Context: an optimization exercise on an open-source flow, tuned for small area and a short achievable clock period. The choices shown serve that exercise and are no tape-out recipe. RTL that was checked went through simulation tests only; none was proved equivalent to the original. No activity file was given, so power comes from the tool's default toggle rates.

## mfb_frame_gen_top
module mfb_frame_gen_top (
    input  logic          CLK,
    input  logic          RESET,
    input  logic          START,
    input  logic [31:0]   FRAMES,
    input  logic [15:0]   LEN_MIN,
    input  logic [15:0]   LEN_MAX,
    output logic          BUSY,
    output logic          DONE,
    output logic [31:0]   SENT_CNT,
    output logic [1023:0] TX_DATA,
    output logic [5:0]    TX_SOF_POS,
    output logic [11:0]   TX_EOF_POS,
    output logic [1:0]    TX_SOF,
    output logic [1:0]    TX_EOF,
    output logic          TX_SRC_RDY,
    input  logic          TX_DST_RDY
);
    mfb_frame_gen gen_i (
        .CLK        (CLK),
        .RESET      (RESET),
        .START      (START),
        .FRAMES     (FRAMES),
        .LEN_MIN    (LEN_MIN),
        .LEN_MAX    (LEN_MAX),
        .BUSY       (BUSY),
        .DONE       (DONE),
        .SENT_CNT   (SENT_CNT),
        .TX_DATA    (TX_DATA),
        .TX_SOF_POS (TX_SOF_POS),
        .TX_EOF_POS (TX_EOF_POS),
        .TX_SOF     (TX_SOF),
        .TX_EOF     (TX_EOF),
        .TX_SRC_RDY (TX_SRC_RDY),
        .TX_DST_RDY (TX_DST_RDY)
    );
endmodule
==> module mfb_frame_gen_items, before the edit <==
module mfb_frame_gen_items (
    input  logic         clk,
    input  logic         en,
    input  logic [7:0]   base_n,
    output logic [511:0] items
);
    logic [7:0][2:0] sl_q;       
    logic [7:1]      cl_q;       
    logic [7:1]      cln_q;      
    logic [8:0][4:0] hn_q;       
    logic [8:0][4:0] hn;
    function automatic bit kept(input int m, input int k);
        if (k < 3)       kept = ((m >> k) & 1) == 0;
        else if (k == 3) kept = m != 8;
        else             kept = 1'b1;
    endfunction
    always_ff @(posedge clk) begin
        if (en) begin
            for (int j = 0; j < 8; j++) sl_q[j] <= base_n[2:0] + 3'(j);
            for (int j = 1; j < 8; j++) begin
                cl_q[j]  <= ({1'b0, base_n[2:0]} + 4'(j)) >= 4'd8;
                cln_q[j] <= ({1'b0, base_n[2:0]} + 4'(j)) <  4'd8;
            end
            for (int m = 0; m < 9; m++) hn_q[m] <= ~(base_n[7:3] + 5'(m));
        end
    end
    always_comb begin
        for (int m = 0; m < 9; m++)
            for (int k = 0; k < 5; k++)
                if (kept(m, k))  hn[m][k] = hn_q[m][k];
                else if (k < 3)  hn[m][k] = ~hn_q[m - (1 << k)][k];
                else             hn[m][k] = ~hn_q[0][k];
    end
    logic [7:0][2:0] sl;
    always_comb begin
        for (int j = 0; j < 8; j++)
            for (int k = 0; k < 3; k++)
                if (j % (2 << k) < (1 << k)) sl[j][k] = sl_q[j % (1 << k)][k];
                else                         sl[j][k] = ~sl_q[j % (1 << k)][k];
    end
    genvar i;
    generate
        for (i = 0; i < 64; i++) begin : g_item
            if (i % 8 == 0) begin : g_nc
                assign items[i*8 +: 8] = {~hn[i / 8], sl[0]};
            end else begin : g_c
                assign items[i*8 +: 8] = {~((cl_q[i % 8] ? hn[i / 8 + 1] : 5'd0) |
                                           (cln_q[i % 8] ? hn[i / 8] : 5'd0)),
                                          sl[i % 8]};
            end
        end
    endgenerate
endmodule
Settings: LEC_CHECK=0, ABC_CLOCK_PERIOD_IN_PS=3000, CAP_MARGIN=20, CORE_AREA=4 4 326 326, DIE_AREA=0 0 330 330, SLEW_MARGIN=20; clock period 12.0 ns.
standard.sh (not shown) runs the stock make flow with config.mk's settings and CLKGATE_MAP_FILE= SYNTH_SCRIPT=/design/flow/synth_recipe.tcl, a recipe that flattens the netlist after the stock synthesis.
==> flow/flow/run.sh <==
#!/bin/bash
set -euo pipefail
bash standard.sh \
  "BUFFER_PORTS_ARGS=-buffer_cell sky130_fd_sc_hd__buf_1" \
  SETUP_SLACK_MARGIN=7.3 \
  finish > make.log 2>&1
==> next run, changes <==
--- a/flow/design.v
+++ b/flow/design.v
@@ -25,25 +25,25 @@
 module mfb_frame_gen_items (
     input  logic         clk,
     input  logic         en,
     input  logic [7:0]   base_n,
     output logic [511:0] items
 );
-    logic [7:0][2:0] sl_q;       
+    logic [2:0]      lo_q;
     logic [7:1]      cl_q;       
     logic [7:1]      cln_q;      
     logic [8:0][4:0] hn_q;       
     logic [8:0][4:0] hn;
     function automatic bit kept(input int m, input int k);
         if (k < 3)       kept = ((m >> k) & 1) == 0;
         else if (k == 3) kept = m != 8;
         else             kept = 1'b1;
     endfunction
     always_ff @(posedge clk) begin
         if (en) begin
-            for (int j = 0; j < 8; j++) sl_q[j] <= base_n[2:0] + 3'(j);
+            lo_q <= base_n[2:0];
             for (int j = 1; j < 8; j++) begin
                 cl_q[j]  <= ({1'b0, base_n[2:0]} + 4'(j)) >= 4'd8;
                 cln_q[j] <= ({1'b0, base_n[2:0]} + 4'(j)) <  4'd8;
             end
             for (int m = 0; m < 9; m++) hn_q[m] <= ~(base_n[7:3] + 5'(m));
         end
@@ -52,18 +52,15 @@
         for (int m = 0; m < 9; m++)
             for (int k = 0; k < 5; k++)
                 if (kept(m, k))  hn[m][k] = hn_q[m][k];
                 else if (k < 3)  hn[m][k] = ~hn_q[m - (1 << k)][k];
                 else             hn[m][k] = ~hn_q[0][k];
     end
-    logic [7:0][2:0] sl;
+    logic [7:0][2:0] sl;         
     always_comb begin
-        for (int j = 0; j < 8; j++)
-            for (int k = 0; k < 3; k++)
-                if (j % (2 << k) < (1 << k)) sl[j][k] = sl_q[j % (1 << k)][k];
-                else                         sl[j][k] = ~sl_q[j % (1 << k)][k];
+        for (int j = 0; j < 8; j++) sl[j] = lo_q + 3'(j);
     end
     genvar i;
     generate
         for (i = 0; i < 64; i++) begin : g_item
             if (i % 8 == 0) begin : g_nc
                 assign items[i*8 +: 8] = {~hn[i / 8], sl[0]};
The changed run produced a clean layout.
Fmax climbs by about 1.3%.
Design area went up by 0.80%.
Total power rises by 9.1%.
Routed wire length rose by 7.8%.
Global-route usage rose by 1.9 points.
Setup slack improved by 0.063 ns.
Synthesized area is lower by about 0.56%.
Clock power went up by 2.8%.
Combinational power grows by about 23%.
Critical path depth stays the same.
Register-to-register slack is better by 0.05 ns.
Synthesized cell count grows by about 0.6%.
Core utilization rose by 0.22 points.
No run of this note included a check of the RTL's function; only the layout flow was run.

---

The RTL this note starts from:
==> flow/design.v <==
package mfb_frame_gen_pkg;
    localparam logic [15:0] LFSR_TAPS = 16'h002D;
endpackage
module mfb_frame_gen_lfsr #(
    parameter logic [15:0] SEED = 16'hACE1
) (
    input  logic        clk,
    input  logic        reset,
    input  logic        en,
    input  logic        adv1,
    input  logic        adv2,
    output logic [15:0] ahead0,
    output logic [15:0] ahead1,
    output logic [15:0] ahead2
);
    logic [15:0] q;
    assign ahead0 = q;
    assign ahead1 = {^(ahead0 & mfb_frame_gen_pkg::LFSR_TAPS), ahead0[15:1]};
    assign ahead2 = {^(ahead1 & mfb_frame_gen_pkg::LFSR_TAPS), ahead1[15:1]};
    always_ff @(posedge clk) begin
        if (reset)     q <= SEED;
        else if (en) begin
            if (adv2)      q <= ahead2;
            else if (adv1) q <= ahead1;
        end
    end
endmodule
module mfb_frame_gen_items (
    input  logic         clk,
    input  logic         en,
    input  logic [7:0]   base_n,
    output logic [511:0] items
);
    logic [2:0]      lo_q;
    logic [7:1]      cl_q;       
    logic [7:1]      cln_q;      
    logic [8:0][4:0] hn_q;       
    always_ff @(posedge clk) begin
        if (en) begin
            lo_q <= base_n[2:0];
            for (int j = 1; j < 8; j++) begin
                cl_q[j]  <= ({1'b0, base_n[2:0]} + 4'(j)) >= 4'd8;
                cln_q[j] <= ({1'b0, base_n[2:0]} + 4'(j)) <  4'd8;
            end
            for (int m = 0; m < 9; m++) hn_q[m] <= ~(base_n[7:3] + 5'(m));
        end
    end
    logic [7:0][2:0] sl;         
    always_comb begin
        for (int j = 0; j < 8; j++) sl[j] = lo_q + 3'(j);
    end
    genvar i;
    generate
        for (i = 0; i < 64; i++) begin : g_item
            if (i % 8 == 0) begin : g_nc
                assign items[i*8 +: 8] = {~hn_q[i / 8], sl[0]};
            end else begin : g_c
                assign items[i*8 +: 8] = {~((cl_q[i % 8] ? hn_q[i / 8 + 1] : 5'd0) |
                                           (cln_q[i % 8] ? hn_q[i / 8] : 5'd0)),
                                          sl[i % 8]};
            end
        end
    endgenerate
endmodule
module mfb_frame_gen (
    input  logic          CLK,
    input  logic          RESET,
    input  logic          START,
    input  logic [31:0]   FRAMES,
    input  logic [15:0]   LEN_MIN,
    input  logic [15:0]   LEN_MAX,
    output logic          BUSY,
    output logic          DONE,
    output logic [31:0]   SENT_CNT,
    output logic [1023:0] TX_DATA,
    output logic [5:0]    TX_SOF_POS,
    output logic [11:0]   TX_EOF_POS,
    output logic [1:0]    TX_SOF,
    output logic [1:0]    TX_EOF,
    output logic          TX_SRC_RDY,
    input  logic          TX_DST_RDY
);
    logic        busy_q, done_q;
    logic        idle;
    assign idle = !busy_q && !done_q;
    logic [15:0] lm1_q;      
    logic [15:0] lx1_q;      
    logic [15:0] d_q;        
    logic [15:0] mask_q;     
    logic        le64_q;     
    logic        le128_q;    
    logic [31:0] left_q;     
    logic [7:0]  fidx_q;     
    logic        in_q;       
    logic [9:0]  rr_q;       
    logic        bias_q;     
    logic [5:0]  ep_q;       
    logic [1:0]  o_q;        
    logic        last_q;     
    logic xfer, load;
    assign xfer = TX_SRC_RDY && TX_DST_RDY;
    assign load = busy_q && !last_q && (!TX_SRC_RDY || TX_DST_RDY);
    logic [15:0] v0, v1, v2;
    logic        adv1, adv2;
    mfb_frame_gen_lfsr #(.SEED(16'hACE1)) lfsr_i (
        .clk    (CLK),
        .reset  (RESET),
        .en     (load),
        .adv1   (adv1),
        .adv2   (adv2),
        .ahead0 (v0),
        .ahead1 (v1),
        .ahead2 (v2)
    );
    function automatic logic [15:0] smear(input logic [15:0] d);
        logic [15:0] m;
        m = d;
        for (int s = 1; s < 16; s = s * 2) m = m | (m >> s);
        smear = m;
    endfunction
    logic [15:0] mask;
    assign mask = mask_q;
    logic [15:0] x0, x1, t0, t1;
    logic        sat0, sat1;
    assign x0   = v0 & mask;
    assign x1   = v1 & mask;
    assign sat0 = x0 > d_q;
    assign sat1 = x1 > d_q;
    assign t0   = sat0 ? lx1_q : lm1_q + x0;
    assign t1   = sat1 ? lx1_q : lm1_q + x1;
    logic lm1_hi6, lm1_hi7;
    assign lm1_hi6 = lm1_q[15:6] == 10'd0;
    assign lm1_hi7 = lm1_q[15:7] == 9'd0;
    logic [6:0] s0lo, s1lo;
    assign s0lo = {1'b0, lm1_q[5:0]} + {1'b0, x0[5:0]};
    assign s1lo = {1'b0, lm1_q[5:0]} + {1'b0, x1[5:0]};
    logic [7:0] s0lo7;
    assign s0lo7 = {1'b0, lm1_q[6:0]} + {1'b0, x0[6:0]};
    logic one0, one1, two0;
    assign one0 = sat0 ? le64_q  : (lm1_hi6 && x0[15:6] == 10'd0 && !s0lo[6]);
    assign one1 = sat1 ? le64_q  : (lm1_hi6 && x1[15:6] == 10'd0 && !s1lo[6]);
    assign two0 = sat0 ? le128_q : (lm1_hi7 && x0[15:7] == 9'd0 && !s0lo7[7]);
    logic        left_hi0, left_nz, left_ge2, left_eq1, left_eq2;
    assign left_hi0 = left_q[31:2] == 30'd0;
    assign left_ge2 = !left_hi0 || left_q[1];
    assign left_nz  = left_ge2 || left_q[0];
    assign left_eq1 = left_hi0 && !left_q[1] && left_q[0];
    assign left_eq2 = left_hi0 && left_q[1] && !left_q[0];
    logic [30:0] left_dec;
    logic [31:0] left_m1, left_m2;
    assign left_dec = left_q[31:1] - 31'd1;
    assign left_m1  = left_q[0] ? {left_q[31:1], 1'b0} : {left_dec, 1'b1};
    assign left_m2  = {left_dec, left_q[0]};
    logic        c_eof0, c_eof1;
    assign c_eof0 = bias_q ? (rr_q == 10'd1) : (rr_q == 10'd2);
    assign c_eof1 = bias_q ? (rr_q == 10'd2) : (rr_q == 10'd3);
    logic        sof0, sof1, eof0, eof1;
    logic [5:0]  ep0, ep1;
    logic [7:0]  b0, b1;
    logic        in_n;
    logic [9:0]  rr_n;
    logic        bias_n;
    logic [5:0]  ep_n;
    logic [1:0]  o_n;
    logic [7:0]  fidx_n;
    logic        last_n;
    logic [31:0] left_n;
    logic [7:0]  fidx_p1, fidx_p2;
    logic [6:0] fidx_inc;
    assign fidx_inc = fidx_q[7:1] + 7'd1;
    assign fidx_p1  = fidx_q[0] ? {fidx_inc, 1'b0} : {fidx_q[7:1], 1'b1};
    assign fidx_p2  = {fidx_inc, fidx_q[0]};
    always_comb begin
        sof0 = !in_q;
        if (in_q) begin
            eof0 = c_eof0;
            ep0  = ep_q;
            b0   = {fidx_q[7:6] + o_q, fidx_q[5:0]};
        end else begin
            eof0 = one0;
            ep0  = t0[5:0];
            b0   = fidx_q;
        end
        in_n   = 1'b0;
        rr_n   = rr_q;
        bias_n = bias_q;
        ep_n   = ep_q;
        o_n    = o_q;
        fidx_n = fidx_p1;
        sof1   = 1'b0;
        eof1   = 1'b0;
        ep1    = ep0;
        b1     = {b0[7:6] + 2'd1, b0[5:0]};
        if (!eof0) begin
            eof1 = in_q ? c_eof1 : two0;
            if (!eof1) begin
                in_n   = 1'b1;
                if (in_q) begin
                    rr_n   = rr_q - 10'd2;
                    bias_n = bias_q;
                end else begin
                    rr_n   = t0[15:6];
                    bias_n = 1'b0;
                end
                ep_n   = ep0;
                o_n    = (in_q ? o_q : 2'd0) + 2'd2;
                fidx_n = fidx_q;
            end
        end else begin
            sof1 = in_q ? left_nz : left_ge2;
            b1   = fidx_p1;
            if (sof1) begin
                eof1 = in_q ? one0 : one1;
                ep1  = in_q ? t0[5:0] : t1[5:0];
                if (!eof1) begin
                    in_n   = 1'b1;
                    rr_n   = in_q ? t0[15:6] : t1[15:6];
                    bias_n = 1'b1;
                    ep_n   = ep1;
                    o_n    = 2'd1;
                    fidx_n = fidx_p1;
                end else begin
                    fidx_n = fidx_p2;
                end
            end
        end
        adv1   = sof0 ^ sof1;
        adv2   = sof0 & sof1;
        if (adv2) begin
            left_n = left_m2;
            last_n = !in_n && left_eq2;
        end else if (adv1) begin
            left_n = left_m1;
            last_n = !in_n && left_eq1;
        end else begin
            left_n = left_q;
            last_n = !in_n && !left_nz;
        end
    end
    always_ff @(posedge CLK) begin
        if (RESET) begin
            busy_q <= 1'b0;
            done_q <= 1'b0;
        end else if (idle) begin
            busy_q <= START && (FRAMES != 32'd0);
            done_q <= START && (FRAMES == 32'd0);
        end else if (done_q) begin
            done_q <= 1'b0;
        end else if (xfer && last_q) begin
            busy_q <= 1'b0;
            done_q <= 1'b1;
        end
    end
    logic [30:0] sent_inc;
    assign sent_inc = SENT_CNT[31:1] + 31'd1;
    always_ff @(posedge CLK) begin
        if (RESET)                 SENT_CNT <= 32'd0;
        else if (idle && START)    SENT_CNT <= 32'd0;
        else if (xfer) begin
            if (TX_EOF[1] & TX_EOF[0])
                SENT_CNT <= {sent_inc, SENT_CNT[0]};
            else if (TX_EOF[1] ^ TX_EOF[0])
                SENT_CNT <= SENT_CNT[0] ? {sent_inc, 1'b0} : {SENT_CNT[31:1], 1'b1};
        end
    end
    always_ff @(posedge CLK) begin
        if (RESET)     TX_SRC_RDY <= 1'b0;
        else if (load) TX_SRC_RDY <= 1'b1;
        else if (xfer) TX_SRC_RDY <= 1'b0;
    end
    logic [15:0] diff;
    logic        span;
    assign diff = LEN_MAX - LEN_MIN;
    assign span = LEN_MIN < LEN_MAX;
    always_ff @(posedge CLK) begin
        if (idle) begin
            lm1_q   <= LEN_MIN - 16'd1;
            lx1_q   <= LEN_MAX - 16'd1;
            d_q     <= span ? diff : 16'd0;
            mask_q  <= span ? smear(diff) : 16'd0;
            le64_q  <= LEN_MAX <= 16'd64;
            le128_q <= LEN_MAX <= 16'd128;
            left_q  <= FRAMES;
            fidx_q  <= 8'd0;
            in_q    <= 1'b0;
            last_q  <= 1'b0;
        end else if (load) begin
            left_q  <= left_n;
            fidx_q  <= fidx_n;
            in_q    <= in_n;
            last_q  <= last_n;
            rr_q    <= rr_n;
            bias_q  <= bias_n;
            ep_q    <= ep_n;
            o_q     <= o_n;
        end
    end
    always_ff @(posedge CLK) begin
        if (load) begin
            TX_SOF     <= {sof1, sof0};
            TX_EOF     <= {eof1, eof0};
            TX_EOF_POS <= {ep1, ep0};
        end
    end
    assign BUSY       = busy_q;
    assign DONE       = done_q;
    assign TX_SOF_POS = 6'd0;
    mfb_frame_gen_items items0_i (.clk(CLK), .en(load), .base_n(b0), .items(TX_DATA[511:0]));
    mfb_frame_gen_items items1_i (.clk(CLK), .en(load), .base_n(b1), .items(TX_DATA[1023:512]));
endmodule
module mfb_frame_gen_top (
    input  logic          CLK,
    input  logic          RESET,
    input  logic          START,
    input  logic [31:0]   FRAMES,
    input  logic [15:0]   LEN_MIN,
    input  logic [15:0]   LEN_MAX,
    output logic          BUSY,
    output logic          DONE,
    output logic [31:0]   SENT_CNT,
    output logic [1023:0] TX_DATA,
    output logic [5:0]    TX_SOF_POS,
    output logic [11:0]   TX_EOF_POS,
    output logic [1:0]    TX_SOF,
    output logic [1:0]    TX_EOF,
    output logic          TX_SRC_RDY,
    input  logic          TX_DST_RDY
);
    mfb_frame_gen gen_i (
        .CLK        (CLK),
        .RESET      (RESET),
        .START      (START),
        .FRAMES     (FRAMES),
        .LEN_MIN    (LEN_MIN),
        .LEN_MAX    (LEN_MAX),
        .BUSY       (BUSY),
        .DONE       (DONE),
        .SENT_CNT   (SENT_CNT),
        .TX_DATA    (TX_DATA),
        .TX_SOF_POS (TX_SOF_POS),
        .TX_EOF_POS (TX_EOF_POS),
        .TX_SOF     (TX_SOF),
        .TX_EOF     (TX_EOF),
        .TX_SRC_RDY (TX_SRC_RDY),
        .TX_DST_RDY (TX_DST_RDY)
    );
endmodule
export LEC_CHECK = 0
export ABC_CLOCK_PERIOD_IN_PS = 3000
export CAP_MARGIN = 20
export CORE_AREA = 4 4 326 326
export DIE_AREA = 0 0 330 330
export SLEW_MARGIN = 20
create_clock -name core_clock -period 12.0 [get_ports {CLK}]
==> flow/flow/run.sh <==
#!/bin/bash
set -euo pipefail
bash standard.sh \
  "BUFFER_PORTS_ARGS=-buffer_cell sky130_fd_sc_hd__buf_1" \
  SETUP_SLACK_MARGIN=7.5 \
  finish > make.log 2>&1
Next try:
--- a/flow/design.v
+++ b/flow/design.v
@@ -30,38 +30,30 @@
     input  logic         en,
     input  logic [7:0]   base_n,
     output logic [511:0] items
 );
     logic [2:0]      lo_q;
     logic [7:1]      cl_q;       
-    logic [7:1]      cln_q;      
-    logic [8:0][4:0] hn_q;       
+    logic [8:0][4:0] h_q;        
     always_ff @(posedge clk) begin
         if (en) begin
             lo_q <= base_n[2:0];
-            for (int j = 1; j < 8; j++) begin
-                cl_q[j]  <= ({1'b0, base_n[2:0]} + 4'(j)) >= 4'd8;
-                cln_q[j] <= ({1'b0, base_n[2:0]} + 4'(j)) <  4'd8;
-            end
-            for (int m = 0; m < 9; m++) hn_q[m] <= ~(base_n[7:3] + 5'(m));
+            for (int j = 1; j < 8; j++) cl_q[j] <= ({1'b0, base_n[2:0]} + 4'(j)) >= 4'd8;
+            for (int m = 0; m < 9; m++) h_q[m] <= base_n[7:3] + 5'(m);
         end
     end
+    logic [7:0]      cl;
     logic [7:0][2:0] sl;         
     always_comb begin
+        cl = {cl_q, 1'b0};
         for (int j = 0; j < 8; j++) sl[j] = lo_q + 3'(j);
     end
     genvar i;
     generate
         for (i = 0; i < 64; i++) begin : g_item
-            if (i % 8 == 0) begin : g_nc
-                assign items[i*8 +: 8] = {~hn_q[i / 8], sl[0]};
-            end else begin : g_c
-                assign items[i*8 +: 8] = {~((cl_q[i % 8] ? hn_q[i / 8 + 1] : 5'd0) |
-                                           (cln_q[i % 8] ? hn_q[i / 8] : 5'd0)),
-                                          sl[i % 8]};
-            end
+            assign items[i*8 +: 8] = {cl[i % 8] ? h_q[i / 8 + 1] : h_q[i / 8], sl[i % 8]};
         end
     endgenerate
 endmodule
 module mfb_frame_gen (
     input  logic          CLK,
     input  logic          RESET,
What happened: The changed run ran to the end with no violations. Cell area came out higher by 0.86%. Wire length came out lower by 17%. Via count came out lower by 11%. Power came out higher by 12%. Clock skew is about the same. Die area does not change. Worst hold slack got worse by 0.013 ns. Critical path depth came out lower by 5. Global-route usage came out lower by 4.8 points. Clock power came out lower by 19%. Worst setup slack got worse by 0.011 ns. Sequential power barely changes. Clock-buffer cell count came out lower by 5.
The RTL of the first run of this note was laid out without a check of its function.

-- afterwards: timing with drivers on the ports --
The flow's constraints put no driver on any port. The routed layouts listed below were extracted and timed again, unchanged, in two steps.
Step 1, drivers: a clkbuf_16 drives CLK and a buf_2 each remaining input, both assumed.
Step 2 adds t to the input delays and takes it off the output delays; t is the mean of the earliest and latest rising clock arrival at the registers after step 1. Input paths then give back, and output paths get back, about the clock's delay inside the block.
Slacks: ideal ports / drivers / drivers and shift; pairs: ideal ports / drivers.
| run | shift t [ns] | setup WS [ns] | hold slack, ns | latest minus earliest clock arrival (ns) | worst data-port slew with drivers (ns) |
|---|---|---|---|---|---|
| the first run of note 1 | 0.627 | 7.103 / 7.043 / 6.840 | 0.523 / 0.523 / 0.523 | 0.034 / 0.033 | 0.11 |
| the second run of note 1 | 0.625 | 7.166 / 7.107 / 6.783 | 0.489 / 0.489 / 0.489 | 0.035 / 0.035 | 0.13 |
| the first run of note 2 | 0.625 | 7.394 / 7.364 / 6.785 | 0.517 / 0.517 / 0.517 | 0.029 / 0.029 | 0.17 |
| the second run of note 2 | 0.647 | 7.383 / 7.319 / 6.911 | 0.504 / 0.504 / 0.504 | 0.031 / 0.032 | 0.11 |
After both steps setup and hold are still met in every run listed. The setup slack of the first run of note 2, which loses most, moves by -0.030 ns with the drivers and by -0.609 ns with both steps.
